What follows belongs to an exercise in optimizing a design on an open flow for small area, a short achievable clock period and few clock cycles per item; a production flow would make more cautious choices.
Only simulation tests tie the RTL to the original design; equivalence was not proved.
Power figures rest on the tool's default switching activity, not on a simulated workload.

===== config.mk =====
export PLATFORM = sky130hd
export DESIGN_NAME = led_cube_node_to_coordinate_unit
export DESIGN_NICKNAME = led_cube_node_to_coordinate_unit
export VERILOG_FILES = /design/flow/design.v
export SDC_FILE = /design/flow/constraint.sdc
export NUM_CORES = 4
export LEC_CHECK = 0
export ABC_AREA = 1
export CAP_MARGIN = 20
export CORE_MARGIN = 2
export CORE_UTILIZATION = 40
export CTS_CLUSTER_DIAMETER = 120
export CTS_CLUSTER_SIZE = 24
export SETUP_SLACK_MARGIN = 3.3
export SLEW_MARGIN = 20
export TNS_END_PERCENT = 5

===== constraint.sdc =====
create_clock -name core_clock -period 5.5 [get_ports {clk_i}]
set_input_delay 1.1000 -clock core_clock [delete_from_list [all_inputs] [get_ports {clk_i}]]
set_output_delay 1.1000 -clock core_clock [all_outputs]
set_load 0.01 [all_outputs]

===== design.v =====
`timescale 1ns / 1ps
`default_nettype none
module led_cube_node_to_coordinate_unit (
  input  wire logic        clk_i,
  input  wire logic        rst_ni,
  input  wire logic        start_i,
  output logic             busy_o,
  input  wire logic [17:0] node_index_i,
  output logic             done_o,
  output logic [5:0]       voxel_x_o,
  output logic [5:0]       voxel_y_o,
  output logic [5:0]       voxel_z_o,
  output logic             index_out_of_range_o,
  input  wire logic        cfg_we_i,
  input  wire logic [2:0]  cfg_idx_i,
  input  wire logic [6:0]  cfg_data_i
);
  logic [5:0] wdim_q, hdim_q, ddim_q;
  logic [2:0] corner_q, style_q;
  logic [1:0] sstyle_q;
  logic       layer_q;
  logic [5:0] dim_wr;
  logic [2:0] style_wr;
  assign dim_wr   = (cfg_data_i == 7'd0) ? 6'd0 : (cfg_data_i > 7'd64) ? 6'd63 : 6'(cfg_data_i - 7'd1);
  assign style_wr = (cfg_data_i[2:1] == 2'b11) ? 3'd0 : cfg_data_i[2:0];
  always_ff @(posedge clk_i or negedge rst_ni) begin
    if (!rst_ni) begin
      wdim_q   <= 6'd0;
      hdim_q   <= 6'd0;
      ddim_q   <= 6'd0;
      corner_q <= 3'd0;
      style_q  <= 3'd0;
      sstyle_q <= 2'd0;
      layer_q  <= 1'b0;
    end else if (cfg_we_i) begin
      case (cfg_idx_i)
        3'd0: wdim_q   <= dim_wr;
        3'd1: hdim_q   <= dim_wr;
        3'd2: ddim_q   <= dim_wr;
        3'd3: corner_q <= cfg_data_i[2:0];
        3'd4: style_q  <= style_wr;
        3'd5: sstyle_q <= (cfg_data_i[1:0] == 2'd3) ? 2'd0 : cfg_data_i[1:0];
        3'd6: layer_q  <= cfg_data_i[0];
        default: ;
      endcase
    end
  end
  function automatic logic [5:0] orient(input logic [5:0] i);
    logic [5:0] e;
    case (i)
      {3'd0, 3'd0}: e = {3'd3, 1'b0, 1'b0, 1'b0};
      {3'd0, 3'd1}: e = {3'd2, 1'b0, 1'b0, 1'b0};
      {3'd0, 3'd2}: e = {3'd5, 1'b0, 1'b0, 1'b0};
      {3'd0, 3'd3}: e = {3'd0, 1'b0, 1'b0, 1'b0};
      {3'd0, 3'd4}: e = {3'd1, 1'b0, 1'b0, 1'b0};
      {3'd0, 3'd5}: e = {3'd4, 1'b0, 1'b0, 1'b0};
      {3'd1, 3'd0}: e = {3'd3, 1'b1, 1'b0, 1'b0};
      {3'd1, 3'd1}: e = {3'd2, 1'b0, 1'b1, 1'b0};
      {3'd1, 3'd2}: e = {3'd5, 1'b1, 1'b0, 1'b0};
      {3'd1, 3'd3}: e = {3'd0, 1'b0, 1'b0, 1'b1};
      {3'd1, 3'd4}: e = {3'd1, 1'b0, 1'b0, 1'b1};
      {3'd1, 3'd5}: e = {3'd4, 1'b0, 1'b1, 1'b0};
      {3'd2, 3'd0}: e = {3'd3, 1'b0, 1'b0, 1'b1};
      {3'd2, 3'd1}: e = {3'd2, 1'b0, 1'b0, 1'b1};
      {3'd2, 3'd2}: e = {3'd5, 1'b0, 1'b1, 1'b0};
      {3'd2, 3'd3}: e = {3'd0, 1'b0, 1'b1, 1'b0};
      {3'd2, 3'd4}: e = {3'd1, 1'b1, 1'b0, 1'b0};
      {3'd2, 3'd5}: e = {3'd4, 1'b1, 1'b0, 1'b0};
      {3'd3, 3'd0}: e = {3'd3, 1'b1, 1'b0, 1'b1};
      {3'd3, 3'd1}: e = {3'd2, 1'b0, 1'b1, 1'b1};
      {3'd3, 3'd2}: e = {3'd5, 1'b1, 1'b1, 1'b0};
      {3'd3, 3'd3}: e = {3'd0, 1'b0, 1'b1, 1'b1};
      {3'd3, 3'd4}: e = {3'd1, 1'b1, 1'b0, 1'b1};
      {3'd3, 3'd5}: e = {3'd4, 1'b1, 1'b1, 1'b0};
      {3'd4, 3'd0}: e = {3'd3, 1'b0, 1'b1, 1'b0};
      {3'd4, 3'd1}: e = {3'd2, 1'b1, 1'b0, 1'b0};
      {3'd4, 3'd2}: e = {3'd5, 1'b0, 1'b0, 1'b1};
      {3'd4, 3'd3}: e = {3'd0, 1'b1, 1'b0, 1'b0};
      {3'd4, 3'd4}: e = {3'd1, 1'b0, 1'b1, 1'b0};
      {3'd4, 3'd5}: e = {3'd4, 1'b0, 1'b0, 1'b1};
      {3'd5, 3'd0}: e = {3'd3, 1'b1, 1'b1, 1'b0};
      {3'd5, 3'd1}: e = {3'd2, 1'b1, 1'b1, 1'b0};
      {3'd5, 3'd2}: e = {3'd5, 1'b1, 1'b0, 1'b1};
      {3'd5, 3'd3}: e = {3'd0, 1'b1, 1'b0, 1'b1};
      {3'd5, 3'd4}: e = {3'd1, 1'b0, 1'b1, 1'b1};
      {3'd5, 3'd5}: e = {3'd4, 1'b0, 1'b1, 1'b1};
      {3'd6, 3'd0}: e = {3'd3, 1'b0, 1'b1, 1'b1};
      {3'd6, 3'd1}: e = {3'd2, 1'b1, 1'b0, 1'b1};
      {3'd6, 3'd2}: e = {3'd5, 1'b0, 1'b1, 1'b0};
      {3'd6, 3'd3}: e = {3'd0, 1'b1, 1'b1, 1'b0};
      {3'd6, 3'd4}: e = {3'd1, 1'b1, 1'b0, 1'b0};
      {3'd6, 3'd5}: e = {3'd4, 1'b1, 1'b1, 1'b0};
      {3'd7, 3'd0}: e = {3'd3, 1'b1, 1'b1, 1'b1};
      {3'd7, 3'd1}: e = {3'd2, 1'b1, 1'b1, 1'b1};
      {3'd7, 3'd2}: e = {3'd5, 1'b1, 1'b1, 1'b0};
      {3'd7, 3'd3}: e = {3'd0, 1'b1, 1'b1, 1'b1};
      {3'd7, 3'd4}: e = {3'd1, 1'b1, 1'b0, 1'b1};
      {3'd7, 3'd5}: e = {3'd4, 1'b1, 1'b0, 1'b0};
      default: e = 6'd0;
    endcase
    orient = e;
  endfunction
  logic [5:0] oe;
  logic [2:0] pm_q;
  logic [5:0] oe_c;
  assign oe_c = orient({corner_q, style_q});
  logic [5:0] w_m1_d, h_m1_d, d_m1_d;
  logic [8:0] sel_c;
  logic [5:0] w_m1_q, h_m1_q, d_m1_q;
  logic [2:0] refl_c;
  logic       zig_c, alt_c, rev_layer_c, revx_c;
  always_comb begin
    oe = {pm_q, oe_c[2:0]};
    case (oe[5:3])
      3'd0: begin w_m1_d = wdim_q; h_m1_d = hdim_q; d_m1_d = ddim_q; end
      3'd1: begin w_m1_d = wdim_q; h_m1_d = ddim_q; d_m1_d = hdim_q; end
      3'd2: begin w_m1_d = hdim_q; h_m1_d = wdim_q; d_m1_d = ddim_q; end
      3'd3: begin w_m1_d = hdim_q; h_m1_d = ddim_q; d_m1_d = wdim_q; end
      3'd4: begin w_m1_d = ddim_q; h_m1_d = wdim_q; d_m1_d = hdim_q; end
      3'd5: begin w_m1_d = ddim_q; h_m1_d = hdim_q; d_m1_d = wdim_q; end
      default: begin w_m1_d = wdim_q; h_m1_d = hdim_q; d_m1_d = ddim_q; end
    endcase
    case (oe[5:3])
      3'd0: sel_c = 9'b100010001;
      3'd1: sel_c = 9'b010100001;
      3'd2: sel_c = 9'b100001010;
      3'd3: sel_c = 9'b010001100;
      3'd4: sel_c = 9'b001100010;
      3'd5: sel_c = 9'b001010100;
      default: sel_c = 9'b100010001;
    endcase
    refl_c      = oe[2:0];
    zig_c       = (sstyle_q == 2'd0);
    alt_c       = (sstyle_q == 2'd2);
    rev_layer_c = !layer_q;
    revx_c      = !layer_q && !h_m1_q[0];
  end
  always_ff @(posedge clk_i) begin
    pm_q   <= oe_c[5:3];
    w_m1_q <= w_m1_d;
    h_m1_q <= h_m1_d;
    d_m1_q <= d_m1_d;
  end
  function automatic logic [6:0] dstep(input logic [5:0] r, input logic b, input logic [5:0] m);
    logic [6:0] t;
    logic [7:0] bw;
    logic       ge;
    logic [5:0] n;
    t = {r, b};
    bw[0] = 1'b1;
    for (int i = 0; i < 7; i++) bw[i+1] = (i < 6 && m[i]) ? (~t[i] | bw[i]) : (~t[i] & bw[i]);
    ge = ~bw[7];
    for (int i = 0; i < 6; i++) n[i] = t[i] ^ (ge & (m[i] ^ bw[i]));
    dstep = {ge, n};
  endfunction
  assign busy_o = 1'b0;
  logic        v_in;
  logic [17:0] idx_in;
  assign v_in   = start_i;
  assign idx_in = node_index_i;
  logic s0_ovf_1;
  logic [5:0] s0_r1_2;
  logic s1_g1_3;
  logic [5:0] s1_r1_4;
  logic s2_g1_5;
  logic [5:0] s2_r1_6;
  logic s3_g1_7;
  logic [5:0] s3_r1_8;
  logic s4_g1_9;
  logic [5:0] s4_r1_10;
  logic s5_g1_11;
  logic [5:0] s5_r1_12;
  logic s6_g1_13;
  logic [5:0] s6_r1_14;
  logic [5:0] s7_qh_15;
  logic s7_ovf_16;
  logic s7_g1_17;
  logic [5:0] s7_r1_18;
  logic s8_g2_19;
  logic [5:0] s8_r2_20;
  logic s8_g1_21;
  logic [5:0] s8_r1_22;
  logic s9_g2_23;
  logic [5:0] s9_r2_24;
  logic s9_g1_25;
  logic [5:0] s9_r1_26;
  logic s10_g2_27;
  logic [5:0] s10_r2_28;
  logic s10_g1_29;
  logic [5:0] s10_r1_30;
  logic s11_g2_31;
  logic [5:0] s11_r2_32;
  logic s11_g1_33;
  logic [5:0] s11_r1_34;
  logic s12_g2_35;
  logic [5:0] s12_r2_36;
  logic s12_g1_37;
  logic [5:0] s12_r1_38;
  logic s13_g2_39;
  logic [5:0] s13_r2_40;
  logic [5:0] s13_rc_41;
  logic s13_lo_42;
  logic [5:0] s13_u_43;
  logic [5:0] s13_uu_44;
  logic [5:0] s13_xa_45;
  logic [5:0] s13_xs_46;
  logic [5:0] s13_xr_47;
  logic [4:0] s13_zh_48;
  logic s13_oor_49;
  logic [5:0] s14_z_50;
  logic s14_revl_51;
  logic s14_fx_52;
  logic [5:0] s14_vx_53;
  logic [5:0] s14_vy_54;
  logic [5:0] s14_vz_55;
  logic [5:0] s15_ox_56;
  logic [5:0] s15_oy_57;
  logic [5:0] s15_oz_58;
  assign s0_ovf_1 = ({1'b0, idx_in[17:12]} > {1'b0, w_m1_q});
  assign s0_r1_2 = idx_in[17:12];
  assign {s1_g1_3, s1_r1_4} = dstep(s0_r1_2, idx_in[11], w_m1_q);
  assign {s2_g1_5, s2_r1_6} = dstep(p1_r1_q, p1_i10_q, w_m1_q);
  assign {s3_g1_7, s3_r1_8} = dstep(p2_r1_q, p2_i9_q, w_m1_q);
  assign {s4_g1_9, s4_r1_10} = dstep(p3_r1_q, p3_i8_q, w_m1_q);
  assign {s5_g1_11, s5_r1_12} = dstep(p4_r1_q, p4_i7_q, w_m1_q);
  assign {s6_g1_13, s6_r1_14} = dstep(p5_r1_q, p5_i6_q, w_m1_q);
  assign s7_qh_15 = {p6_q1_11_q, p6_q1_10_q, p6_q1_9_q, p6_q1_8_q, p6_q1_7_q, p6_q1_6_q};
  assign s7_ovf_16 = p6_oor_q | (s7_qh_15 > h_m1_q);
  assign {s7_g1_17, s7_r1_18} = dstep(p6_r1_q, p6_i5_q, w_m1_q);
  assign {s8_g2_19, s8_r2_20} = dstep(p7_r2_q, p7_q1_5_q, h_m1_q);
  assign {s8_g1_21, s8_r1_22} = dstep(p7_r1_q, p7_i4_q, w_m1_q);
  assign {s9_g2_23, s9_r2_24} = dstep(p8_r2_q, p8_q1_4_q, h_m1_q);
  assign {s9_g1_25, s9_r1_26} = dstep(p8_r1_q, p8_i3_q, w_m1_q);
  assign {s10_g2_27, s10_r2_28} = dstep(p9_r2_q, p9_q1_3_q, h_m1_q);
  assign {s10_g1_29, s10_r1_30} = dstep(p9_r1_q, p9_i2_q, w_m1_q);
  assign {s11_g2_31, s11_r2_32} = dstep(p10_r2_q, p10_q1_2_q, h_m1_q);
  assign {s11_g1_33, s11_r1_34} = dstep(p10_r1_q, p10_i1_q, w_m1_q);
  assign {s12_g2_35, s12_r2_36} = dstep(p11_r2_q, p11_q1_1_q, h_m1_q);
  assign {s12_g1_37, s12_r1_38} = dstep(p11_r1_q, p11_i0_q, w_m1_q);
  assign {s13_g2_39, s13_r2_40} = dstep(p12_r2_q, p12_q1_0_q, h_m1_q);
  assign s13_rc_41 = w_m1_q - p12_r1_q;
  assign s13_uu_44 = {1'b0, w_m1_q[5:1]} - {1'b0, p12_r1_q[4:0]};
  assign s13_lo_42 = ~s13_uu_44[5] & ~p12_r1_q[5];
  assign s13_u_43 = {s13_uu_44[4:0], w_m1_q[0]};
  assign s13_xa_45 = refl_c[0] ? (s13_lo_42 ? s13_u_43 : ~s13_u_43) : (s13_lo_42 ? {p12_r1_q[4:0], 1'b0} : {s13_rc_41[4:0], 1'b1});
  assign s13_xs_46 = alt_c ? s13_xa_45 : p12_r1_q;
  assign s13_xr_47 = alt_c ? s13_xa_45 : s13_rc_41;
  assign s13_zh_48 = {p12_z5_q, p12_z4_q, p12_z3_q, p12_z2_q, p12_z1_q};
  assign s13_oor_49 = p12_oor_q | (s13_zh_48 > d_m1_q[5:1]) | ((s13_zh_48 == d_m1_q[5:1]) & s13_g2_39 & ~d_m1_q[0]);
  assign s14_z_50 = {p13_z5_q, p13_z4_q, p13_z3_q, p13_z2_q, p13_z1_q, p13_z0_q};
  assign s14_revl_51 = rev_layer_c & s14_z_50[0];
  assign s14_fx_52 = zig_c & (p13_r2_q[0] ^ (revx_c & s14_z_50[0]));
  assign s14_vx_53 = (refl_c[0] ^ s14_fx_52) ? p13_xr_q : p13_xs_q;
  assign s14_vy_54 = (refl_c[1] ^ s14_revl_51) ? 6'(h_m1_q - p13_r2_q) : p13_r2_q;
  assign s14_vz_55 = refl_c[2] ? 6'(d_m1_q - s14_z_50) : s14_z_50;
  assign s15_ox_56 = {6{~p13_oor_q}} & (({6{sel_c[0]}} & s14_vx_53) | ({6{sel_c[1]}} & s14_vy_54) | ({6{sel_c[2]}} & s14_vz_55));
  assign s15_oy_57 = {6{~p13_oor_q}} & (({6{sel_c[3]}} & s14_vx_53) | ({6{sel_c[4]}} & s14_vy_54) | ({6{sel_c[5]}} & s14_vz_55));
  assign s15_oz_58 = {6{~p13_oor_q}} & (({6{sel_c[6]}} & s14_vx_53) | ({6{sel_c[7]}} & s14_vy_54) | ({6{sel_c[8]}} & s14_vz_55));
  logic p1_oor_q;
  logic [5:0] p1_r1_q;
  logic p1_i0_q;
  logic p1_i1_q;
  logic p1_i2_q;
  logic p1_i3_q;
  logic p1_i4_q;
  logic p1_i5_q;
  logic p1_i6_q;
  logic p1_i7_q;
  logic p1_i8_q;
  logic p1_i9_q;
  logic p1_i10_q;
  logic p1_q1_11_q;
  logic p2_oor_q;
  logic [5:0] p2_r1_q;
  logic p2_i0_q;
  logic p2_i1_q;
  logic p2_i2_q;
  logic p2_i3_q;
  logic p2_i4_q;
  logic p2_i5_q;
  logic p2_i6_q;
  logic p2_i7_q;
  logic p2_i8_q;
  logic p2_i9_q;
  logic p2_q1_11_q;
  logic p2_q1_10_q;
  logic p3_oor_q;
  logic [5:0] p3_r1_q;
  logic p3_i0_q;
  logic p3_i1_q;
  logic p3_i2_q;
  logic p3_i3_q;
  logic p3_i4_q;
  logic p3_i5_q;
  logic p3_i6_q;
  logic p3_i7_q;
  logic p3_i8_q;
  logic p3_q1_11_q;
  logic p3_q1_10_q;
  logic p3_q1_9_q;
  logic p4_oor_q;
  logic [5:0] p4_r1_q;
  logic p4_i0_q;
  logic p4_i1_q;
  logic p4_i2_q;
  logic p4_i3_q;
  logic p4_i4_q;
  logic p4_i5_q;
  logic p4_i6_q;
  logic p4_i7_q;
  logic p4_q1_11_q;
  logic p4_q1_10_q;
  logic p4_q1_9_q;
  logic p4_q1_8_q;
  logic p5_oor_q;
  logic [5:0] p5_r1_q;
  logic p5_i0_q;
  logic p5_i1_q;
  logic p5_i2_q;
  logic p5_i3_q;
  logic p5_i4_q;
  logic p5_i5_q;
  logic p5_i6_q;
  logic p5_q1_11_q;
  logic p5_q1_10_q;
  logic p5_q1_9_q;
  logic p5_q1_8_q;
  logic p5_q1_7_q;
  logic p6_oor_q;
  logic [5:0] p6_r1_q;
  logic p6_i0_q;
  logic p6_i1_q;
  logic p6_i2_q;
  logic p6_i3_q;
  logic p6_i4_q;
  logic p6_i5_q;
  logic p6_q1_11_q;
  logic p6_q1_10_q;
  logic p6_q1_9_q;
  logic p6_q1_8_q;
  logic p6_q1_7_q;
  logic p6_q1_6_q;
  logic p7_oor_q;
  logic [5:0] p7_r1_q;
  logic p7_i0_q;
  logic p7_i1_q;
  logic p7_i2_q;
  logic p7_i3_q;
  logic p7_i4_q;
  logic [5:0] p7_r2_q;
  logic p7_q1_5_q;
  logic p8_oor_q;
  logic [5:0] p8_r1_q;
  logic p8_i0_q;
  logic p8_i1_q;
  logic p8_i2_q;
  logic p8_i3_q;
  logic [5:0] p8_r2_q;
  logic p8_z5_q;
  logic p8_q1_4_q;
  logic p9_oor_q;
  logic [5:0] p9_r1_q;
  logic p9_i0_q;
  logic p9_i1_q;
  logic p9_i2_q;
  logic [5:0] p9_r2_q;
  logic p9_z5_q;
  logic p9_z4_q;
  logic p9_q1_3_q;
  logic p10_oor_q;
  logic [5:0] p10_r1_q;
  logic p10_i0_q;
  logic p10_i1_q;
  logic [5:0] p10_r2_q;
  logic p10_z5_q;
  logic p10_z4_q;
  logic p10_z3_q;
  logic p10_q1_2_q;
  logic p11_oor_q;
  logic [5:0] p11_r1_q;
  logic p11_i0_q;
  logic [5:0] p11_r2_q;
  logic p11_z5_q;
  logic p11_z4_q;
  logic p11_z3_q;
  logic p11_z2_q;
  logic p11_q1_1_q;
  logic p12_oor_q;
  logic [5:0] p12_r1_q;
  logic [5:0] p12_r2_q;
  logic p12_z5_q;
  logic p12_z4_q;
  logic p12_z3_q;
  logic p12_z2_q;
  logic p12_z1_q;
  logic p12_q1_0_q;
  logic p13_oor_q;
  logic [5:0] p13_r2_q;
  logic p13_z5_q;
  logic p13_z4_q;
  logic p13_z3_q;
  logic p13_z2_q;
  logic p13_z1_q;
  logic p13_z0_q;
  logic [5:0] p13_xs_q;
  logic [5:0] p13_xr_q;
  logic p14_oor_q;
  logic [5:0] p14_ox_q;
  logic [5:0] p14_oy_q;
  logic [5:0] p14_oz_q;
  logic p1_v_q;
  logic p2_v_q;
  logic p3_v_q;
  logic p4_v_q;
  logic p5_v_q;
  logic p6_v_q;
  logic p7_v_q;
  logic p8_v_q;
  logic p9_v_q;
  logic p10_v_q;
  logic p11_v_q;
  logic p12_v_q;
  logic p13_v_q;
  logic p14_v_q;
  always_ff @(posedge clk_i or negedge rst_ni) begin
    if (!rst_ni) begin
      p1_v_q <= 1'b0;
      p2_v_q <= 1'b0;
      p3_v_q <= 1'b0;
      p4_v_q <= 1'b0;
      p5_v_q <= 1'b0;
      p6_v_q <= 1'b0;
      p7_v_q <= 1'b0;
      p8_v_q <= 1'b0;
      p9_v_q <= 1'b0;
      p10_v_q <= 1'b0;
      p11_v_q <= 1'b0;
      p12_v_q <= 1'b0;
      p13_v_q <= 1'b0;
      p14_v_q <= 1'b0;
    end else begin
      p1_v_q <= v_in;
      p2_v_q <= p1_v_q;
      p3_v_q <= p2_v_q;
      p4_v_q <= p3_v_q;
      p5_v_q <= p4_v_q;
      p6_v_q <= p5_v_q;
      p7_v_q <= p6_v_q;
      p8_v_q <= p7_v_q;
      p9_v_q <= p8_v_q;
      p10_v_q <= p9_v_q;
      p11_v_q <= p10_v_q;
      p12_v_q <= p11_v_q;
      p13_v_q <= p12_v_q;
      p14_v_q <= p13_v_q;
    end
  end
  always_ff @(posedge clk_i) begin
    p1_oor_q <= s0_ovf_1;
    p1_r1_q <= s1_r1_4;
    p1_i0_q <= idx_in[0];
    p1_i1_q <= idx_in[1];
    p1_i2_q <= idx_in[2];
    p1_i3_q <= idx_in[3];
    p1_i4_q <= idx_in[4];
    p1_i5_q <= idx_in[5];
    p1_i6_q <= idx_in[6];
    p1_i7_q <= idx_in[7];
    p1_i8_q <= idx_in[8];
    p1_i9_q <= idx_in[9];
    p1_i10_q <= idx_in[10];
    p1_q1_11_q <= s1_g1_3;
    p2_oor_q <= p1_oor_q;
    p2_r1_q <= s2_r1_6;
    p2_i0_q <= p1_i0_q;
    p2_i1_q <= p1_i1_q;
    p2_i2_q <= p1_i2_q;
    p2_i3_q <= p1_i3_q;
    p2_i4_q <= p1_i4_q;
    p2_i5_q <= p1_i5_q;
    p2_i6_q <= p1_i6_q;
    p2_i7_q <= p1_i7_q;
    p2_i8_q <= p1_i8_q;
    p2_i9_q <= p1_i9_q;
    p2_q1_11_q <= p1_q1_11_q;
    p2_q1_10_q <= s2_g1_5;
    p3_oor_q <= p2_oor_q;
    p3_r1_q <= s3_r1_8;
    p3_i0_q <= p2_i0_q;
    p3_i1_q <= p2_i1_q;
    p3_i2_q <= p2_i2_q;
    p3_i3_q <= p2_i3_q;
    p3_i4_q <= p2_i4_q;
    p3_i5_q <= p2_i5_q;
    p3_i6_q <= p2_i6_q;
    p3_i7_q <= p2_i7_q;
    p3_i8_q <= p2_i8_q;
    p3_q1_11_q <= p2_q1_11_q;
    p3_q1_10_q <= p2_q1_10_q;
    p3_q1_9_q <= s3_g1_7;
    p4_oor_q <= p3_oor_q;
    p4_r1_q <= s4_r1_10;
    p4_i0_q <= p3_i0_q;
    p4_i1_q <= p3_i1_q;
    p4_i2_q <= p3_i2_q;
    p4_i3_q <= p3_i3_q;
    p4_i4_q <= p3_i4_q;
    p4_i5_q <= p3_i5_q;
    p4_i6_q <= p3_i6_q;
    p4_i7_q <= p3_i7_q;
    p4_q1_11_q <= p3_q1_11_q;
    p4_q1_10_q <= p3_q1_10_q;
    p4_q1_9_q <= p3_q1_9_q;
    p4_q1_8_q <= s4_g1_9;
    p5_oor_q <= p4_oor_q;
    p5_r1_q <= s5_r1_12;
    p5_i0_q <= p4_i0_q;
    p5_i1_q <= p4_i1_q;
    p5_i2_q <= p4_i2_q;
    p5_i3_q <= p4_i3_q;
    p5_i4_q <= p4_i4_q;
    p5_i5_q <= p4_i5_q;
    p5_i6_q <= p4_i6_q;
    p5_q1_11_q <= p4_q1_11_q;
    p5_q1_10_q <= p4_q1_10_q;
    p5_q1_9_q <= p4_q1_9_q;
    p5_q1_8_q <= p4_q1_8_q;
    p5_q1_7_q <= s5_g1_11;
    p6_oor_q <= p5_oor_q;
    p6_r1_q <= s6_r1_14;
    p6_i0_q <= p5_i0_q;
    p6_i1_q <= p5_i1_q;
    p6_i2_q <= p5_i2_q;
    p6_i3_q <= p5_i3_q;
    p6_i4_q <= p5_i4_q;
    p6_i5_q <= p5_i5_q;
    p6_q1_11_q <= p5_q1_11_q;
    p6_q1_10_q <= p5_q1_10_q;
    p6_q1_9_q <= p5_q1_9_q;
    p6_q1_8_q <= p5_q1_8_q;
    p6_q1_7_q <= p5_q1_7_q;
    p6_q1_6_q <= s6_g1_13;
    p7_oor_q <= s7_ovf_16;
    p7_r1_q <= s7_r1_18;
    p7_i0_q <= p6_i0_q;
    p7_i1_q <= p6_i1_q;
    p7_i2_q <= p6_i2_q;
    p7_i3_q <= p6_i3_q;
    p7_i4_q <= p6_i4_q;
    p7_r2_q <= s7_qh_15;
    p7_q1_5_q <= s7_g1_17;
    p8_oor_q <= p7_oor_q;
    p8_r1_q <= s8_r1_22;
    p8_i0_q <= p7_i0_q;
    p8_i1_q <= p7_i1_q;
    p8_i2_q <= p7_i2_q;
    p8_i3_q <= p7_i3_q;
    p8_r2_q <= s8_r2_20;
    p8_z5_q <= s8_g2_19;
    p8_q1_4_q <= s8_g1_21;
    p9_oor_q <= p8_oor_q;
    p9_r1_q <= s9_r1_26;
    p9_i0_q <= p8_i0_q;
    p9_i1_q <= p8_i1_q;
    p9_i2_q <= p8_i2_q;
    p9_r2_q <= s9_r2_24;
    p9_z5_q <= p8_z5_q;
    p9_z4_q <= s9_g2_23;
    p9_q1_3_q <= s9_g1_25;
    p10_oor_q <= p9_oor_q;
    p10_r1_q <= s10_r1_30;
    p10_i0_q <= p9_i0_q;
    p10_i1_q <= p9_i1_q;
    p10_r2_q <= s10_r2_28;
    p10_z5_q <= p9_z5_q;
    p10_z4_q <= p9_z4_q;
    p10_z3_q <= s10_g2_27;
    p10_q1_2_q <= s10_g1_29;
    p11_oor_q <= p10_oor_q;
    p11_r1_q <= s11_r1_34;
    p11_i0_q <= p10_i0_q;
    p11_r2_q <= s11_r2_32;
    p11_z5_q <= p10_z5_q;
    p11_z4_q <= p10_z4_q;
    p11_z3_q <= p10_z3_q;
    p11_z2_q <= s11_g2_31;
    p11_q1_1_q <= s11_g1_33;
    p12_oor_q <= p11_oor_q;
    p12_r1_q <= s12_r1_38;
    p12_r2_q <= s12_r2_36;
    p12_z5_q <= p11_z5_q;
    p12_z4_q <= p11_z4_q;
    p12_z3_q <= p11_z3_q;
    p12_z2_q <= p11_z2_q;
    p12_z1_q <= s12_g2_35;
    p12_q1_0_q <= s12_g1_37;
    p13_oor_q <= s13_oor_49;
    p13_r2_q <= s13_r2_40;
    p13_z5_q <= p12_z5_q;
    p13_z4_q <= p12_z4_q;
    p13_z3_q <= p12_z3_q;
    p13_z2_q <= p12_z2_q;
    p13_z1_q <= p12_z1_q;
    p13_z0_q <= s13_g2_39;
    p13_xs_q <= s13_xs_46;
    p13_xr_q <= s13_xr_47;
    p14_oor_q <= p13_oor_q;
    p14_ox_q <= s15_ox_56;
    p14_oy_q <= s15_oy_57;
    p14_oz_q <= s15_oz_58;
  end
  assign done_o               = p14_v_q;
  assign voxel_x_o            = p14_ox_q;
  assign voxel_y_o            = p14_oy_q;
  assign voxel_z_o            = p14_oz_q;
  assign index_out_of_range_o = p14_oor_q;
endmodule
`default_nettype wire

===== flow/run.sh =====
#!/bin/bash
# The standard layout, with the port buffers made of sky130_fd_sc_hd__buf_2 cells instead of
# the delay-buffer cells the resizer picks by default.
set -euo pipefail
bash standard.sh BUFFER_PORTS_ARGS="-buffer_cell sky130_fd_sc_hd__buf_2" finish > standard_make.log 2>&1

===== standard.sh =====
#!/bin/bash
# synth_recipe.tcl (not shown) runs the flow's synth.tcl, then flattens the netlist and writes it again
# the make line also repeats each setting of config.mk as NAME=value (left out here)
make -C /OpenROAD-flow-scripts/flow DESIGN_CONFIG=/design/flow/config.mk WORK_HOME=/design/flow/orfs CLKGATE_MAP_FILE= SYNTH_SCRIPT=/design/flow/synth_recipe.tcl "${@:-finish}"

==> run_summary.xml, run 1 <==
<?xml version="1.0" encoding="UTF-8"?>
<metrics>
  <group name="status">
    <metric name="status" unit="">no timing/DRC/antenna violations</metric>
  </group>
  <group name="route">
    <metric name="finalWirelength" unit="um">33600</metric>
    <metric name="routed-wl-met2" unit="um">15500</metric>
    <metric name="drtPass1Iterations" unit="">4</metric>
    <metric name="highest_layer" unit="">met4</metric>
    <metric name="dr_total_vias" unit="">12700</metric>
    <metric name="drt_iter0_markers" unit="">631</metric>
    <metric name="antenna_violating_nets_post_route" unit="">0</metric>
    <metric name="route.layer.met1.wl" unit="um">16300</metric>
    <metric name="vias_per_cell" unit="">4.71</metric>
    <metric name="detail_route.wl_per_cell" unit="um">12.5</metric>
    <metric name="post-route-drc-count" unit="">0</metric>
    <metric name="routed-wl-met3" unit="um">1090</metric>
  </group>
  <group name="timing">
    <metric name="finalHoldWorstSlack" unit="ns">0.312</metric>
    <metric name="rsz_0062_raised_after_global_routing" unit="">yes</metric>
    <metric name="finalMaxSlewViolations" unit="">0</metric>
    <metric name="upper_clock_frequency_limit" unit="GHz">0.470</metric>
    <metric name="final-setup-viol-count" unit="">0</metric>
    <metric name="max-slew-margin-rel" unit="%">39.9</metric>
    <metric name="timing.final.crit_share" unit="%">38.7</metric>
    <metric name="max_slew.worst_pin.slew" unit="ns">0.902</metric>
    <metric name="finClkSkew" unit="ns">0.0219</metric>
    <metric name="report.final.hold_viol_count" unit="">0</metric>
    <metric name="final.min_clock_period" unit="ns">2.13</metric>
    <metric name="timing.setup.tns" unit="ns">0</metric>
  </group>
  <group name="floorplan">
    <metric name="num_io_pins" unit="">53</metric>
    <metric name="dieHeight" unit="um">201</metric>
    <metric name="floorplan.initialDensity" unit="%">40.3</metric>
    <metric name="die_width" unit="um">201</metric>
    <metric name="placement_rows" unit="">72</metric>
    <metric name="core-area" unit="sq mm">0.0385</metric>
    <metric name="die_area" unit="sq mm">0.0404</metric>
  </group>
  <group name="synth">
    <metric name="post_synth_and_or_nand_nor_area_fraction" unit="%">34.1</metric>
    <metric name="synth-adder-area-share" unit="%">4.31</metric>
    <metric name="seq_area_frac_synth" unit="%">44.4</metric>
    <metric name="syn-cell-area" unit="sq mm">0.0155</metric>
    <metric name="postSynthRegisterBits" unit="">334</metric>
    <metric name="post_synthesis_mux_area_share" unit="%">0.0726</metric>
    <metric name="yosys_warnings" unit="">19</metric>
    <metric name="syn-mean-instance-area" unit="sq um">7.31</metric>
    <metric name="synth_xor_xnor_area_share" unit="%">1.07</metric>
    <metric name="synth.lib_cells_used.distinct" unit="">41</metric>
    <metric name="synth_fp_nets" unit="">2204</metric>
    <metric name="share_of_the_synthesized_area_in_compound_gates_ao_oa_aoi_oai" unit="%">5.58</metric>
    <metric name="dominant_combinational_cell_family_by_area_after_synthesis" unit="">simple AND/OR/NAND/NOR gates</metric>
    <metric name="post_synth_inst_count" unit="">2121</metric>
  </group>
  <group name="power">
    <metric name="p_per_area" unit="mW/mm^2">688</metric>
    <metric name="power.ir.vdd_worst" unit="uV">452</metric>
    <metric name="power_leakage" unit="uW">0.00927</metric>
  </group>
  <group name="placed_design">
    <metric name="placed_cell_area" unit="sq mm">0.0161</metric>
    <metric name="dp.final_hpwl" unit="um">24800</metric>
    <metric name="global_placer_s_final_weighted_congestion" unit="">0.837</metric>
    <metric name="numPortBuffers" unit="">51</metric>
  </group>
  <group name="layout">
    <metric name="final_nets" unit="">2249</metric>
    <metric name="layout.cells.most_common_list" unit="">sky130_fd_sc_hd__nand2_1, sky130_fd_sc_hd__inv_1, sky130_fd_sc_hd__dfxtp_1</metric>
    <metric name="flow.area_growth_from_synthesis" unit="%">9.56</metric>
    <metric name="final_cell_area" unit="sq mm">0.0170</metric>
    <metric name="fraction_of_layout_cells_with_a_size_suffix_above_1" unit="%">12.1</metric>
    <metric name="num_antenna_cells" unit="">0</metric>
    <metric name="layout_commonest_cell" unit="">sky130_fd_sc_hd__nand2_1</metric>
  </group>
  <group name="global_routing">
    <metric name="first_pass_grt_wire_length" unit="um">56200</metric>
    <metric name="grt_max_degree" unit="">51</metric>
    <metric name="via_count_of_the_first_global_routing_pass" unit="">11700</metric>
    <metric name="grt_usage" unit="%">16.7</metric>
    <metric name="grt_antenna_before_repair" unit="">0</metric>
    <metric name="grt_overflow" unit="">0</metric>
  </group>
  <group name="worst_setup_path">
    <metric name="critical_path_required" unit="ns">4.40</metric>
    <metric name="cpPeakStageDelay" unit="ns">0.36</metric>
    <metric name="timing.critical_path.slowest_stage_cell" unit="">sky130_fd_sc_hd__dfrtp_1</metric>
    <metric name="path_buf_inv" unit="">1</metric>
    <metric name="cp_max_fo" unit="">1</metric>
    <metric name="crit_chain" unit="">buf_2</metric>
    <metric name="crit_path_end_kind" unit="">primary output</metric>
    <metric name="cp_data_arrival_time" unit="ns">1.03</metric>
    <metric name="worst-setup-path-type" unit="">register to primary output</metric>
    <metric name="critPathTopFamily" unit="">flip-flops</metric>
    <metric name="cp-start-kind" unit="">register</metric>
  </group>
  <group name="clock_tree">
    <metric name="cts_max_level" unit="">1</metric>
    <metric name="tritoncts" unit="">done</metric>
    <metric name="clkSlewWorstSetupHoldPaths" unit="ns">0.11</metric>
    <metric name="clk-insertion-delay-late" unit="ns">0.54</metric>
    <metric name="cts-root-buf" unit="">sky130_fd_sc_hd__clkbuf_16</metric>
    <metric name="cts-root-to-sink-buffers" unit="">3</metric>
    <metric name="postCtsHoldBufs" unit="">0</metric>
    <metric name="cts_buffers" unit="">17</metric>
    <metric name="clock-sinks" unit="">334</metric>
  </group>
  <group name="worst_hold_path">
    <metric name="worst_min_delay_path_category" unit="">register to register</metric>
  </group>
  <group name="flow_run">
    <metric name="timing.max_cap.violations" unit="">0</metric>
  </group>
</metrics>
## timing repair
action | 4_1_cts | 5_1_grt
cloned | 0 | 2
buffers inserted | 7 | 13
gates resized for setup | 30 | 59
pin swaps | 1 | 11
setup endpoints to repair | 159 | 143
## Yosys cell counts (all sizes together)
| master | number | area share, % |
|---|---|---|
| nand2 | 803 | 20 |
| inv | 330 | 8.0 |
| dfxtp | 293 | 38 |
| nand3 | 271 | 11 |
| o21ai | 87 | 2.8 |
| nor2 | 84 | 2.0 |
| ha | 47 | 3.8 |
| buf | 41 | 2.3 |
| dfrtp | 41 | 6.6 |
| a21oi | 31 | 1.0 |
| nand3b | 12 | 0.58 |
| o221ai | 12 | 0.68 |
| xor2 | 12 | 0.68 |
| clkbuf | 8 | 0.19 |
| o22ai | 7 | 0.28 |
| xnor2 | 7 | 0.40 |
| nor3 | 5 | 0.16 |
| fa | 4 | 0.52 |
| nand4 | 4 | 0.16 |
| o211ai | 4 | 0.19 |
| o21bai | 4 | 0.22 |
| a31oi | 3 | 0.12 |
| or2 | 3 | 0.12 |
| o21a | 2 | 0.097 |
| a32oi | 1 | 0.056 |
| conb | 1 | 0.024 |
| mux2 | 1 | 0.073 |
| nor4 | 1 | 0.040 |
| o2111ai | 1 | 0.056 |
| o31ai | 1 | 0.048 |
## through the flow
| step | setup WS, ns | utilization [%] | std cells | total power (uW) |
|---|---|---|---|---|
| 3_5_place_dp | 2.47 | 41.7 | 2643 | 9950 |
| 2_1_floorplan | 3.23 | - | 2121 | 8780 |
| 6_report | 3.37 | 44.2 | 2687 | 11700 |
| 3_3_place_gp | 2.56 | 41.7 | 2643 | 9770 |
| 5_1_grt | 3.21 | 44.2 | 2687 | 13000 |
| 4_1_cts | 3.22 | 43.2 | 2672 | 11500 |
## worst reg2reg max path: cells and delay by family, from the launching register on
| kind | cells | cell delay (ns) |
|---|---|---|
| compound gates | 2 | 0.48 |
| xor+xnor | 1 | 0.09 |
| fa+ha+maj | 2 | 0.65 |
| buf+inv | 1 | 0.10 |
| flops | 1 | 0.41 |
| simple gates | 3 | 0.24 |
## power breakdown
group	total (uW)	internal (uW)	switching, uW	leakage [uW]
combinational	6420	2290	4140	0.00611
sequential	3920	3300	616	0.00295
clock	1350	584	767	0.000225
total	11700	6170	5520	0.00927
## path summary, 6_finish.rpt
kind                       slack [ns]  depth (start not counted)          end       from
max                              3.37                          1       done_o    p14_v_q
min                              0.31                          0      p4_i3_q    p3_i3_q
max reg2reg                      3.39                          9  p14_ox_q[4]  h_m1_q[0]
min reg2reg                      0.31                          0      p4_i3_q    p3_i3_q
max in group asynchronous        4.19                          1   style_q[2]     rst_ni
min in group asynchronous        0.68                          1       p4_v_q     rst_ni
## cell type report
type                    instances  area [sq um]
well taps                     518           648
multi-input cells            1410          7260
inverters                     330          1290
clock buffers                  21           450
repair buffers                 73           420
fillers                      3872         21500
flip-flops and latches        334          6920
clock inverters                 1          8.76
## cell families after synthesis
group                      count (synthesis)
xor gates and xnor gates                  19
DFF                                      334
other                                      1
and+or+nand+nor                         1183
adders and majority gates                 51
muxes                                      1
buffers and inverters                    379
AOI/OAI and AO/OA                        153
## per-layer routing
layer / GRT usage, % / up-vias
met5: 0 / -
met4: 4.29 / 0
met3: 2.01 / 52
met2: 28.5 / 210
met1: 22.4 / 5740
li1: - / 6659
Testbench counts, summed over its fixed seeds: cycles 32,448, items 32,000.
==> run 2, diff against run 1 <==
--- a/config.mk
+++ b/config.mk
@@ -11,6 +11,6 @@
 export CORE_UTILIZATION = 40
 export CTS_CLUSTER_DIAMETER = 120
 export CTS_CLUSTER_SIZE = 24
-export SETUP_SLACK_MARGIN = 3.3
+export SETUP_SLACK_MARGIN = 3.2
 export SLEW_MARGIN = 20
-export TNS_END_PERCENT = 5
+export TNS_END_PERCENT = 0
==> run_summary.xml, run 2 <==
<?xml version="1.0" encoding="UTF-8"?>
<metrics>
  <group name="status">
    <metric name="status" unit="">no timing/DRC/antenna violations</metric>
  </group>
  <group name="worst_hold_path">
    <metric name="worst_min_delay_path_category" unit="">register to register</metric>
    <metric name="holdPathStages" unit="">0</metric>
  </group>
  <group name="timing">
    <metric name="finalMaxSlewViolations" unit="">0</metric>
    <metric name="timing.setup.tns" unit="ns">0</metric>
    <metric name="rsz_0062_raised_after_global_routing" unit="">yes</metric>
    <metric name="report.final.hold_viol_count" unit="">0</metric>
    <metric name="timing.final.crit_share" unit="%">39.7</metric>
    <metric name="max_slew.worst_pin.slew" unit="ns">0.912</metric>
    <metric name="upper_clock_frequency_limit" unit="GHz">0.458</metric>
    <metric name="max-slew-margin-rel" unit="%">39.2</metric>
    <metric name="final-setup-viol-count" unit="">0</metric>
    <metric name="finClkSkew" unit="ns">0.0301</metric>
    <metric name="final.min_clock_period" unit="ns">2.18</metric>
  </group>
  <group name="synth">
    <metric name="synth_fp_nets" unit="">2204</metric>
    <metric name="synth.lib_cells_used.distinct" unit="">41</metric>
    <metric name="postSynth.topFlopCell" unit="">sky130_fd_sc_hd__dfxtp_1</metric>
    <metric name="postSynthRegisterBits" unit="">334</metric>
    <metric name="synthDominantCellAreaShare" unit="%">37.8</metric>
    <metric name="seq_area_frac_synth" unit="%">44.4</metric>
    <metric name="syn-mean-instance-area" unit="sq um">7.31</metric>
    <metric name="yosys_warnings" unit="">19</metric>
    <metric name="synth_enable_flop_cells" unit="">0</metric>
    <metric name="synth.top_cells.by_count" unit="">sky130_fd_sc_hd__nand2_1, sky130_fd_sc_hd__inv_1, sky130_fd_sc_hd__dfxtp_1</metric>
    <metric name="yosysMostFrequentCell" unit="">sky130_fd_sc_hd__nand2_1</metric>
    <metric name="post_synth_inst_count" unit="">2121</metric>
    <metric name="top_cells_by_area_synth" unit="">sky130_fd_sc_hd__dfxtp_1, sky130_fd_sc_hd__nand2_1, sky130_fd_sc_hd__inv_1, sky130_fd_sc_hd__nand3_1, sky130_fd_sc_hd__dfrtp_1</metric>
    <metric name="ys_async_sr_fraction" unit="%">12.3</metric>
    <metric name="synth.largest_area_cell" unit="">sky130_fd_sc_hd__dfxtp_1</metric>
    <metric name="syn-cell-area" unit="sq mm">0.0155</metric>
  </group>
  <group name="layout">
    <metric name="post_layout_nonfiller_instances" unit="">2678</metric>
    <metric name="fraction_of_layout_cells_with_a_size_suffix_above_1" unit="%">10.9</metric>
    <metric name="area_taken_by_multi_input_logic_gates" unit="sq mm">0.00709</metric>
    <metric name="layout_commonest_cell" unit="">sky130_fd_sc_hd__nand2_1</metric>
    <metric name="num_antenna_cells" unit="">0</metric>
    <metric name="flow.area_growth_from_synthesis" unit="%">8.15</metric>
    <metric name="nFillCells" unit="">3899</metric>
    <metric name="layout.cells.most_common_list" unit="">sky130_fd_sc_hd__nand2_1, sky130_fd_sc_hd__inv_1, sky130_fd_sc_hd__dfxtp_1</metric>
    <metric name="final_nets" unit="">2240</metric>
    <metric name="seq_area" unit="sq mm">0.00692</metric>
  </group>
  <group name="floorplan">
    <metric name="dieHeight" unit="um">201</metric>
    <metric name="floorplan.initialDensity" unit="%">40.3</metric>
    <metric name="core-area" unit="sq mm">0.0385</metric>
    <metric name="die_area" unit="sq mm">0.0404</metric>
    <metric name="placement_rows" unit="">72</metric>
    <metric name="num_io_pins" unit="">53</metric>
    <metric name="die_width" unit="um">201</metric>
  </group>
  <group name="worst_setup_path">
    <metric name="worst-setup-path-type" unit="">register to register</metric>
    <metric name="cp.depth" unit="">9</metric>
    <metric name="worst_r2r_endpoint" unit="">p13_xs_q[5]</metric>
    <metric name="crit_chain" unit="">inv_16 &gt; ha_1 &gt; fa_1 &gt; o21ai_1 &gt; xor2_1 &gt; nor2_1 &gt; o21ai_0 &gt; nand2_1 &gt; nand2_1</metric>
    <metric name="worstReg2RegStart" unit="">w_m1_q[0]</metric>
    <metric name="worst_setup_path_start" unit="">w_m1_q[0]</metric>
    <metric name="reg2reg_slack" unit="ns">3.32</metric>
    <metric name="path_buf_inv" unit="">1</metric>
    <metric name="timing.critical_path.slowest_stage_cell" unit="">sky130_fd_sc_hd__dfxtp_4</metric>
    <metric name="timing.critical_path.to" unit="">p13_xs_q[5]</metric>
    <metric name="cp-start-kind" unit="">register</metric>
    <metric name="critPathTopFamily" unit="">adder cells</metric>
    <metric name="r2r_cells" unit="">9</metric>
    <metric name="crit_path_frequent_cell" unit="">sky130_fd_sc_hd__nand2_1</metric>
    <metric name="cp_data_arrival_time" unit="ns">2.66</metric>
    <metric name="cp_max_fo" unit="">50</metric>
    <metric name="cpPeakStageDelay" unit="ns">0.47</metric>
    <metric name="critical_path_required" unit="ns">5.98</metric>
    <metric name="crit_path_end_kind" unit="">register</metric>
  </group>
  <group name="clock_tree">
    <metric name="tritoncts" unit="">done</metric>
    <metric name="postCtsHoldBufs" unit="">0</metric>
    <metric name="clk-insertion-delay-late" unit="ns">0.53</metric>
    <metric name="cts-root-to-sink-buffers" unit="">3</metric>
    <metric name="cts_buffers" unit="">17</metric>
    <metric name="clkSlewWorstSetupHoldPaths" unit="ns">0.10</metric>
    <metric name="cts_max_level" unit="">1</metric>
    <metric name="cts-root-buf" unit="">sky130_fd_sc_hd__clkbuf_16</metric>
    <metric name="clock-sinks" unit="">334</metric>
  </group>
  <group name="placed_design">
    <metric name="dp.final_hpwl" unit="um">24900</metric>
    <metric name="numPortBuffers" unit="">51</metric>
    <metric name="post-place-cells" unit="">2643</metric>
    <metric name="global_placer_s_final_weighted_congestion" unit="">0.850</metric>
  </group>
  <group name="route">
    <metric name="finalWirelength" unit="um">33400</metric>
    <metric name="vias_per_cell" unit="">4.69</metric>
    <metric name="dr_total_vias" unit="">12600</metric>
    <metric name="drt_iter0_markers" unit="">675</metric>
    <metric name="detail_route.wl_per_cell" unit="um">12.5</metric>
    <metric name="post-route-drc-count" unit="">0</metric>
    <metric name="drtPass1Iterations" unit="">5</metric>
    <metric name="antenna_violating_nets_post_route" unit="">0</metric>
  </group>
  <group name="power">
    <metric name="power.ir.vdd_worst" unit="uV">289</metric>
    <metric name="report.power.total" unit="uW">11500</metric>
    <metric name="power_leakage" unit="uW">0.00920</metric>
    <metric name="p_per_area" unit="mW/mm^2">686</metric>
  </group>
  <group name="global_routing">
    <metric name="grt_usage" unit="%">16.8</metric>
    <metric name="first_pass_grt_wire_length" unit="um">56600</metric>
    <metric name="via_count_of_the_first_global_routing_pass" unit="">12000</metric>
    <metric name="grt_overflow" unit="">0</metric>
    <metric name="grt_antenna_before_repair" unit="">0</metric>
    <metric name="grt_max_degree" unit="">51</metric>
  </group>
  <group name="flow_run">
    <metric name="timing.max_cap.violations" unit="">0</metric>
  </group>
</metrics>
[run 2: cell types whose count changed in the layout (fill, tap and decap cells not counted), sizes merged]
cell	previous run	this run
nand3	272	271
nand2	804	803
clkinv	1	0
buf	73	66
inv	327	328
[run 2: timing repair]
| action | 4_1_cts | 5_1_grt |
|---|---|---|
| cloned | 0 | 0 |
| setup endpoints to repair | 152 | 148 |
| setup buffers | 4 | 9 |
| resized for setup | 19 | 35 |
| pin swaps | 0 | 4 |
[run 2: report_power, final]
part	leakage [uW]	switching, uW	internal, uW
Clock	0.000225	765	584
Sequential	0.00294	631	3300
Combinational	0.00603	4010	2210
[run 2: stage by stage]
| step | hold WS, ns | utilization [%] | cell area, sq um | worst slack (ns) |
|---|---|---|---|---|
| after floorplan | 0.310 | - | 15500 | 3.23 |
| after global placement | 0.309 | 41.7 | 16100 | 2.57 |
| after detailed placement | 0.312 | 41.7 | 16100 | 2.51 |
| after CTS | 0.320 | 43.1 | 16600 | 3.14 |
| after global routing | 0.329 | 43.6 | 16800 | 3.12 |
| final | 0.324 | 43.6 | 16800 | 3.32 |
[run 2: logic make-up after synthesis]
| group | count (synthesis) | synth area share (%) |
|---|---|---|
| fa+ha+maj | 51 | 4.31 |
| xor+xnor | 19 | 1.07 |
| compound gates | 153 | 5.58 |
| flops | 334 | 44.4 |
| other cells | 1 | 0.0242 |
| simple gates | 1183 | 34.1 |
| buf+inv | 379 | 10.5 |
| mux | 1 | 0.0726 |
[run 2: worst min-delay path by stage]
stage          startpoint        to  slack, ns
5_1_grt           p5_i5_q   p6_i5_q       0.33
4_1_cts          p1_oor_q  p2_oor_q       0.32
3_5_place_dp     p1_oor_q  p2_oor_q       0.31
6_report         p1_oor_q  p2_oor_q       0.32
2_1_floorplan     p9_i0_q  p10_i0_q       0.31
3_3_place_gp      p7_i0_q   p8_i0_q       0.31
[run 2: final cells by class]
class,count,area share [%]
well taps,518,3.86
flip-flops and latches,334,41.2
repair buffers,66,2.27
clock buffers,21,2.68
inverters,330,7.65
multi-input cells,1408,42.3
clock inverters,1,0.0522
[run 2: routing by layer]
layer  GRT usage (%)  wire (um)
met1            22.1      16000
met2            28.9      15300
met3            2.27       1280
met4            4.74        845
met5               0          0
==> run 3, diff against run 2 <==
--- a/config.mk
+++ b/config.mk
@@ -8,9 +8,9 @@
 export ABC_AREA = 1
 export CAP_MARGIN = 20
 export CORE_MARGIN = 2
-export CORE_UTILIZATION = 40
+export CORE_UTILIZATION = 55
 export CTS_CLUSTER_DIAMETER = 120
 export CTS_CLUSTER_SIZE = 24
-export SETUP_SLACK_MARGIN = 3.2
+export SETUP_SLACK_MARGIN = 3.3
 export SLEW_MARGIN = 20
 export TNS_END_PERCENT = 0
==> run_summary.xml, run 3 <==
<?xml version="1.0" encoding="UTF-8"?>
<metrics>
  <group name="status">
    <metric name="status" unit="">no timing/DRC/antenna violations</metric>
  </group>
  <group name="global_routing">
    <metric name="first_pass_grt_wire_length" unit="um">54400</metric>
    <metric name="grt_max_degree" unit="">51</metric>
    <metric name="grt_overflow" unit="">0</metric>
    <metric name="grt_usage" unit="%">22.6</metric>
    <metric name="via_count_of_the_first_global_routing_pass" unit="">11500</metric>
    <metric name="grt_antenna_before_repair" unit="">0</metric>
  </group>
  <group name="synth">
    <metric name="synthDominantCellAreaShare" unit="%">37.8</metric>
    <metric name="top_cells_by_area_synth" unit="">sky130_fd_sc_hd__dfxtp_1, sky130_fd_sc_hd__nand2_1, sky130_fd_sc_hd__inv_1, sky130_fd_sc_hd__nand3_1, sky130_fd_sc_hd__dfrtp_1</metric>
    <metric name="syn-mean-instance-area" unit="sq um">7.31</metric>
    <metric name="synth.top_cells.by_count" unit="">sky130_fd_sc_hd__nand2_1, sky130_fd_sc_hd__inv_1, sky130_fd_sc_hd__dfxtp_1</metric>
    <metric name="yosysMostFrequentCell" unit="">sky130_fd_sc_hd__nand2_1</metric>
    <metric name="synth_fp_nets" unit="">2204</metric>
    <metric name="postSynthRegisterBits" unit="">334</metric>
    <metric name="syn-cell-area" unit="sq mm">0.0155</metric>
    <metric name="yosys_warnings" unit="">19</metric>
    <metric name="synth_enable_flop_cells" unit="">0</metric>
    <metric name="ys_async_sr_fraction" unit="%">12.3</metric>
    <metric name="postSynth.topFlopCell" unit="">sky130_fd_sc_hd__dfxtp_1</metric>
    <metric name="seq_area_frac_synth" unit="%">44.4</metric>
    <metric name="post_synth_inst_count" unit="">2121</metric>
    <metric name="synth.largest_area_cell" unit="">sky130_fd_sc_hd__dfxtp_1</metric>
    <metric name="synth.lib_cells_used.distinct" unit="">41</metric>
  </group>
  <group name="worst_setup_path">
    <metric name="critical_path_required" unit="ns">5.97</metric>
    <metric name="worst-setup-path-type" unit="">register to register</metric>
    <metric name="cp_max_fo" unit="">50</metric>
    <metric name="cp_data_arrival_time" unit="ns">2.63</metric>
    <metric name="path_buf_inv" unit="">1</metric>
    <metric name="cp-start-kind" unit="">register</metric>
    <metric name="timing.critical_path.slowest_stage_cell" unit="">sky130_fd_sc_hd__dfxtp_4</metric>
    <metric name="cpPeakStageDelay" unit="ns">0.46</metric>
    <metric name="critPathTopFamily" unit="">adder cells</metric>
    <metric name="crit_chain" unit="">inv_16 &gt; ha_1 &gt; fa_1 &gt; o21ai_2 &gt; xor2_1 &gt; nor2_1 &gt; o21ai_0 &gt; nand2_1 &gt; nand2_1</metric>
    <metric name="crit_path_end_kind" unit="">register</metric>
    <metric name="crit_path_frequent_cell" unit="">sky130_fd_sc_hd__nand2_1</metric>
  </group>
  <group name="clock_tree">
    <metric name="cts-root-to-sink-buffers" unit="">3</metric>
    <metric name="cts_max_level" unit="">1</metric>
    <metric name="tritoncts" unit="">done</metric>
    <metric name="cts_buffers" unit="">17</metric>
    <metric name="clk-insertion-delay-late" unit="ns">0.52</metric>
    <metric name="clkSlewWorstSetupHoldPaths" unit="ns">0.10</metric>
    <metric name="cts-root-buf" unit="">sky130_fd_sc_hd__clkbuf_16</metric>
    <metric name="clock-sinks" unit="">334</metric>
  </group>
  <group name="power">
    <metric name="p_per_area" unit="mW/mm^2">692</metric>
    <metric name="power_leakage" unit="uW">0.00926</metric>
    <metric name="power.ir.vdd_worst" unit="uV">467</metric>
  </group>
  <group name="timing">
    <metric name="timing.final.crit_share" unit="%">39.2</metric>
    <metric name="final.min_clock_period" unit="ns">2.16</metric>
    <metric name="report.final.hold_viol_count" unit="">0</metric>
    <metric name="final-setup-viol-count" unit="">0</metric>
    <metric name="rsz_0062_raised_after_global_routing" unit="">yes</metric>
    <metric name="finClkSkew" unit="ns">0.0226</metric>
    <metric name="postLayoutSetupSlackWorst" unit="ns">3.34</metric>
    <metric name="timing.setup.tns" unit="ns">0</metric>
    <metric name="max_slew.worst_pin.slew" unit="ns">0.910</metric>
    <metric name="max-slew-margin-rel" unit="%">39.3</metric>
    <metric name="finalMaxSlewViolations" unit="">0</metric>
    <metric name="upper_clock_frequency_limit" unit="GHz">0.464</metric>
  </group>
  <group name="floorplan">
    <metric name="floorplan.initialDensity" unit="%">55.8</metric>
    <metric name="dieHeight" unit="um">172</metric>
    <metric name="placement_rows" unit="">61</metric>
    <metric name="die_area" unit="sq mm">0.0296</metric>
    <metric name="die_width" unit="um">172</metric>
    <metric name="core-area" unit="sq mm">0.0278</metric>
    <metric name="num_io_pins" unit="">53</metric>
  </group>
  <group name="layout">
    <metric name="final_nets" unit="">2252</metric>
    <metric name="flow.area_growth_from_synthesis" unit="%">8.26</metric>
    <metric name="layout.cells.most_common_list" unit="">sky130_fd_sc_hd__nand2_1, sky130_fd_sc_hd__inv_1, sky130_fd_sc_hd__dfxtp_1</metric>
    <metric name="nFillCells" unit="">2639</metric>
    <metric name="fraction_of_layout_cells_with_a_size_suffix_above_1" unit="%">11.8</metric>
    <metric name="num_antenna_cells" unit="">0</metric>
    <metric name="layout_commonest_cell" unit="">sky130_fd_sc_hd__nand2_1</metric>
  </group>
  <group name="route">
    <metric name="post-route-drc-count" unit="">0</metric>
    <metric name="routed-wl-met2" unit="um">14900</metric>
    <metric name="vias_per_cell" unit="">4.90</metric>
    <metric name="finalWirelength" unit="um">32400</metric>
    <metric name="detail_route.wl_per_cell" unit="um">12.7</metric>
    <metric name="antenna_violating_nets_post_route" unit="">0</metric>
    <metric name="dr_total_vias" unit="">12500</metric>
    <metric name="drtPass1Iterations" unit="">5</metric>
    <metric name="route.layer.met1.wl" unit="um">15400</metric>
    <metric name="highest_layer" unit="">met4</metric>
    <metric name="routed-wl-met3" unit="um">1270</metric>
    <metric name="drt_iter0_markers" unit="">655</metric>
  </group>
  <group name="placed_design">
    <metric name="global_placer_s_final_weighted_congestion" unit="">0.879</metric>
    <metric name="dp.final_hpwl" unit="um">23900</metric>
    <metric name="dpl_worst_slack" unit="ns">2.52</metric>
    <metric name="numPortBuffers" unit="">51</metric>
  </group>
  <group name="worst_hold_path">
    <metric name="worst_min_delay_path_category" unit="">register to register</metric>
  </group>
  <group name="flow_run">
    <metric name="timing.max_cap.violations" unit="">0</metric>
  </group>
</metrics>
## run 3: kinds of logic (layout without fill, tap and decap cells)
group / after synthesis / after routing / share of synthesized area, %
adders and majority gates: 51 / 51 / 4.31
and+or+nand+nor: 1183 / 1187 / 34.1
buffers and inverters: 379 / 427 / 10.5
other: 1 / 1 / 0.0242
AOI/OAI and AO/OA: 153 / 153 / 5.58
DFF: 334 / 334 / 44.4
xor gates and xnor gates: 19 / 19 / 1.07
muxes: 1 / 1 / 0.0726
## run 3: repair_timing
action / CTS / global route
hold buffers: 0 / 0
cloned: 0 / 4
setup endpoints to repair: 156 / 151
setup buffers: 8 / 14
gates resized for setup: 26 / 44
pin swaps: 0 / 5
## run 3: final timing paths
path / depth (start not counted) / end / slack (ns) / start
setup / recovery: 9 / p13_xs_q[5] / 3.34 / w_m1_q[0]
max in group asynchronous: 1 / style_q[2] / 4.15 / rst_ni
setup reg to reg: 9 / p13_xs_q[5] / 3.34 / w_m1_q[0]
hold reg to reg: 0 / p8_i1_q / 0.33 / p7_i1_q
hold / removal: 0 / p8_i1_q / 0.33 / p7_i1_q
min in group asynchronous: 1 / p1_v_q / 0.70 / rst_ni
## run 3: per-stage QoR
step	area [sq um]	util, %	power (uW)	instances	hold WS, ns
5_1_grt	16800	60.5	12900	2551	0.336
3_5_place_dp	15900	57.1	9890	2502	0.312
6_report	16800	60.5	11600	2551	0.328
3_3_place_gp	15900	57.1	9700	2502	0.310
4_1_cts	16500	59.3	11400	2533	0.332
2_1_floorplan	15500	-	8780	2121	0.310
## run 3: cell type report
class	count	area, sq um	area share, %
clock buffers	22	454	2.70
inverters	330	1280	7.65
clock inverters	1	8.76	0.0521
flip-flops and latches	334	6920	41.2
well taps	378	473	2.82
repair buffers	74	465	2.77
multi-input cells	1412	7190	42.8
## run 3: worst register-to-register path, stage by stage, from the launching register on
cell                      delay, ns
sky130_fd_sc_hd__dfxtp_4       0.46
sky130_fd_sc_hd__inv_16        0.12
sky130_fd_sc_hd__ha_1          0.26
sky130_fd_sc_hd__fa_1          0.44
sky130_fd_sc_hd__o21ai_2       0.17
sky130_fd_sc_hd__xor2_1        0.25
sky130_fd_sc_hd__nor2_1        0.07
sky130_fd_sc_hd__o21ai_0       0.17
sky130_fd_sc_hd__nand2_1       0.09
sky130_fd_sc_hd__nand2_1       0.07
## run 3: routing by layer
metal  vias up  track usage (%)
li1       6671                -
met1      5569             29.6
met2       220             39.4
met3        46             2.63
met4         0             6.36
met5         -                0
## run 3: where the power goes
group	total [uW]	switching (uW)	internal, uW
logic	6330	4020	2310
clock network	1330	741	586
registers	3980	675	3300
total	11600	5430	6200
==> run 4, diff against run 3 <==
--- a/config.mk
+++ b/config.mk
@@ -8,9 +8,10 @@
 export ABC_AREA = 1
 export CAP_MARGIN = 20
 export CORE_MARGIN = 2
-export CORE_UTILIZATION = 55
+export CORE_UTILIZATION = 40
 export CTS_CLUSTER_DIAMETER = 120
 export CTS_CLUSTER_SIZE = 24
+export GPL_TIMING_DRIVEN = 0
 export SETUP_SLACK_MARGIN = 3.3
 export SLEW_MARGIN = 20
 export TNS_END_PERCENT = 0
==> run_summary.xml, run 4 <==
<?xml version="1.0" encoding="UTF-8"?>
<metrics>
  <group name="status">
    <metric name="status" unit="">no timing/DRC/antenna violations</metric>
  </group>
  <group name="floorplan">
    <metric name="core-area" unit="sq mm">0.0385</metric>
    <metric name="placement_rows" unit="">72</metric>
    <metric name="dieHeight" unit="um">201</metric>
    <metric name="die_width" unit="um">201</metric>
    <metric name="floorplan.initialDensity" unit="%">40.3</metric>
    <metric name="die_area" unit="sq mm">0.0404</metric>
    <metric name="num_io_pins" unit="">53</metric>
  </group>
  <group name="clock_tree">
    <metric name="cts_max_level" unit="">1</metric>
    <metric name="cts_buffers" unit="">17</metric>
    <metric name="cts-root-buf" unit="">sky130_fd_sc_hd__clkbuf_16</metric>
    <metric name="clkSlewWorstSetupHoldPaths" unit="ns">0.10</metric>
    <metric name="cts-root-to-sink-buffers" unit="">3</metric>
    <metric name="clk-insertion-delay-late" unit="ns">0.53</metric>
  </group>
  <group name="power">
    <metric name="power_switching" unit="uW">5510</metric>
    <metric name="report.power.total" unit="uW">12000</metric>
    <metric name="share_comb_of_total_power" unit="%">56.3</metric>
    <metric name="power_leakage" unit="uW">0.00948</metric>
    <metric name="power.ir.vdd_worst" unit="uV">334</metric>
  </group>
  <group name="synth">
    <metric name="ys_async_sr_fraction" unit="%">12.3</metric>
    <metric name="share_of_the_synthesized_area_in_compound_gates_ao_oa_aoi_oai" unit="%">5.58</metric>
    <metric name="top_cells_by_area_synth" unit="">sky130_fd_sc_hd__dfxtp_1, sky130_fd_sc_hd__nand2_1, sky130_fd_sc_hd__inv_1, sky130_fd_sc_hd__nand3_1, sky130_fd_sc_hd__dfrtp_1</metric>
    <metric name="dominant_combinational_cell_family_by_area_after_synthesis" unit="">simple AND/OR/NAND/NOR gates</metric>
    <metric name="synth.lib_cells_used.distinct" unit="">41</metric>
    <metric name="synth.top_cells.by_count" unit="">sky130_fd_sc_hd__nand2_1, sky130_fd_sc_hd__inv_1, sky130_fd_sc_hd__dfxtp_1</metric>
    <metric name="synth_enable_flop_cells" unit="">0</metric>
    <metric name="yosys_warnings" unit="">19</metric>
    <metric name="synthDominantCellAreaShare" unit="%">37.8</metric>
    <metric name="yosysMostFrequentCell" unit="">sky130_fd_sc_hd__nand2_1</metric>
    <metric name="syn-cell-area" unit="sq mm">0.0155</metric>
    <metric name="syn-mean-instance-area" unit="sq um">7.31</metric>
    <metric name="post_synthesis_mux_area_share" unit="%">0.0726</metric>
    <metric name="post_synth_and_or_nand_nor_area_fraction" unit="%">34.1</metric>
    <metric name="synth_fp_nets" unit="">2204</metric>
  </group>
  <group name="layout">
    <metric name="seq_area" unit="sq mm">0.00691</metric>
    <metric name="fraction_of_layout_cells_with_a_size_suffix_above_1" unit="%">13.6</metric>
    <metric name="layout_commonest_cell" unit="">sky130_fd_sc_hd__nand2_1</metric>
    <metric name="num_antenna_cells" unit="">0</metric>
    <metric name="nFillCells" unit="">3865</metric>
    <metric name="layout.cells.most_common_list" unit="">sky130_fd_sc_hd__nand2_1, sky130_fd_sc_hd__inv_1, sky130_fd_sc_hd__dfxtp_1</metric>
    <metric name="final_nets" unit="">2294</metric>
  </group>
  <group name="worst_setup_path">
    <metric name="cp-start-kind" unit="">register</metric>
    <metric name="path_buf_inv" unit="">1</metric>
    <metric name="cp_data_arrival_time" unit="ns">1.02</metric>
    <metric name="worst-setup-path-type" unit="">register to primary output</metric>
    <metric name="cpPeakStageDelay" unit="ns">0.36</metric>
    <metric name="reg2reg_slack" unit="ns">3.39</metric>
    <metric name="critical_path_required" unit="ns">4.40</metric>
    <metric name="critPathTopFamily" unit="">flip-flops</metric>
  </group>
  <group name="global_routing">
    <metric name="grt_overflow" unit="">0</metric>
    <metric name="via_count_of_the_first_global_routing_pass" unit="">12100</metric>
    <metric name="grt_antenna_before_repair" unit="">0</metric>
    <metric name="first_pass_grt_wire_length" unit="um">57000</metric>
    <metric name="grt_max_degree" unit="">42</metric>
    <metric name="grt_usage" unit="%">16.9</metric>
  </group>
  <group name="route">
    <metric name="drtPass1Iterations" unit="">5</metric>
    <metric name="detail_route.wl_per_cell" unit="um">12.3</metric>
    <metric name="drt_iter0_markers" unit="">569</metric>
    <metric name="post-route-drc-count" unit="">0</metric>
    <metric name="vias_per_cell" unit="">4.63</metric>
  </group>
  <group name="timing">
    <metric name="timing.setup.tns" unit="ns">0</metric>
    <metric name="final.min_clock_period" unit="ns">2.12</metric>
    <metric name="final-setup-viol-count" unit="">0</metric>
    <metric name="finalMaxSlewViolations" unit="">0</metric>
    <metric name="finalHoldWorstSlack" unit="ns">0.321</metric>
    <metric name="rsz_0062_raised_after_global_routing" unit="">yes</metric>
    <metric name="max-slew-margin-rel" unit="%">40.5</metric>
  </group>
  <group name="placed_design">
    <metric name="global_placer_s_final_weighted_congestion" unit="">0.859</metric>
    <metric name="dp.final_hpwl" unit="um">25700</metric>
    <metric name="numPortBuffers" unit="">51</metric>
  </group>
  <group name="flow_run">
    <metric name="timing.max_cap.violations" unit="">0</metric>
  </group>
</metrics>
[run 4: cell counts after synthesis]
Identical to the previous run, type by type.
[run 4: repair_timing]
item	4_1_cts	5_1_grt
resized for setup	39	61
endpoints found under the setup margin	46	103
setup buffers	5	14
cloned	0	1
pin swaps	4	23
[run 4: stage by stage]
stage          worst slack [ns]  std cells  area [sq um]  utilization [%]
2_1_floorplan              3.23       2121         15500                -
3_3_place_gp               2.54       2690         16400             42.7
3_5_place_dp               2.51       2690         16400             42.7
4_1_cts                    3.27       2717         17000             44.2
5_1_grt                    3.24       2732         17400             45.1
6_report                   3.38       2732         17400             45.1
[run 4: area by class of cell]
cell class | instances | share of cell area, %
Inverter | 330 | 7.28
Timing Repair Buffer | 71 | 2.44
Sequential cell | 334 | 39.8
Multi-Input combinational cell | 1408 | 41.5
Tap cell | 518 | 3.73
Clock inverter | 1 | 0.0505
Buffer | 49 | 2.60
Clock buffer | 21 | 2.60
[run 4: path summary, 6_finish.rpt]
path | start | end | cells past startpoint
worst max register to register | h_m1_q[0] | p14_oz_q[4] | 11
max in group asynchronous | rst_ni | style_q[2] | 1
worst min register to register | p5_i3_q | p6_i3_q | 0
worst max-delay path | p14_v_q | done_o | 1
worst min-delay path | p5_i3_q | p6_i3_q | 0
min in group asynchronous | rst_ni | p2_v_q | 1
[run 4: metal layers]
layer / vias up / global-route usage, % / part of all wire (%)
li1: 6740 / - / -
met4: 0 / 4.68 / 2.2
met1: 5679 / 22.0 / 47
met2: 182 / 29.3 / 47
met3: 42 / 2.18 / 3.6
met5: - / 0 / 0
[run 4: power groups by stage]
stage	Sequential (uW)	Combinational (uW)	Clock, uW
after detailed placement	3920	6310	0
after floorplan	3720	5060	0
after global placement	3900	6160	0
final	3880	6750	1350
after global routing	3990	7880	1500
after CTS	3860	6520	1420
[run 4: cell families (layout without fill, tap and decap cells)]
| kind of cell | Yosys count | after routing |
|---|---|---|
| compound gates | 153 | 153 |
| xor+xnor | 19 | 19 |
| fa+ha+maj | 51 | 51 |
| buf+inv | 379 | 472 |
| flops | 334 | 334 |
| mux | 1 | 1 |
| other cells | 1 | 1 |
| simple gates | 1183 | 1183 |

Check on run 4: ideal ports give 3.378 ns setup slack; a clkbuf_16 on the clock port and buf_2 on the inputs give 3.327 ns; moving port delays by the midpoint clock arrival (0.571 ns) as well gives 2.888 ns.
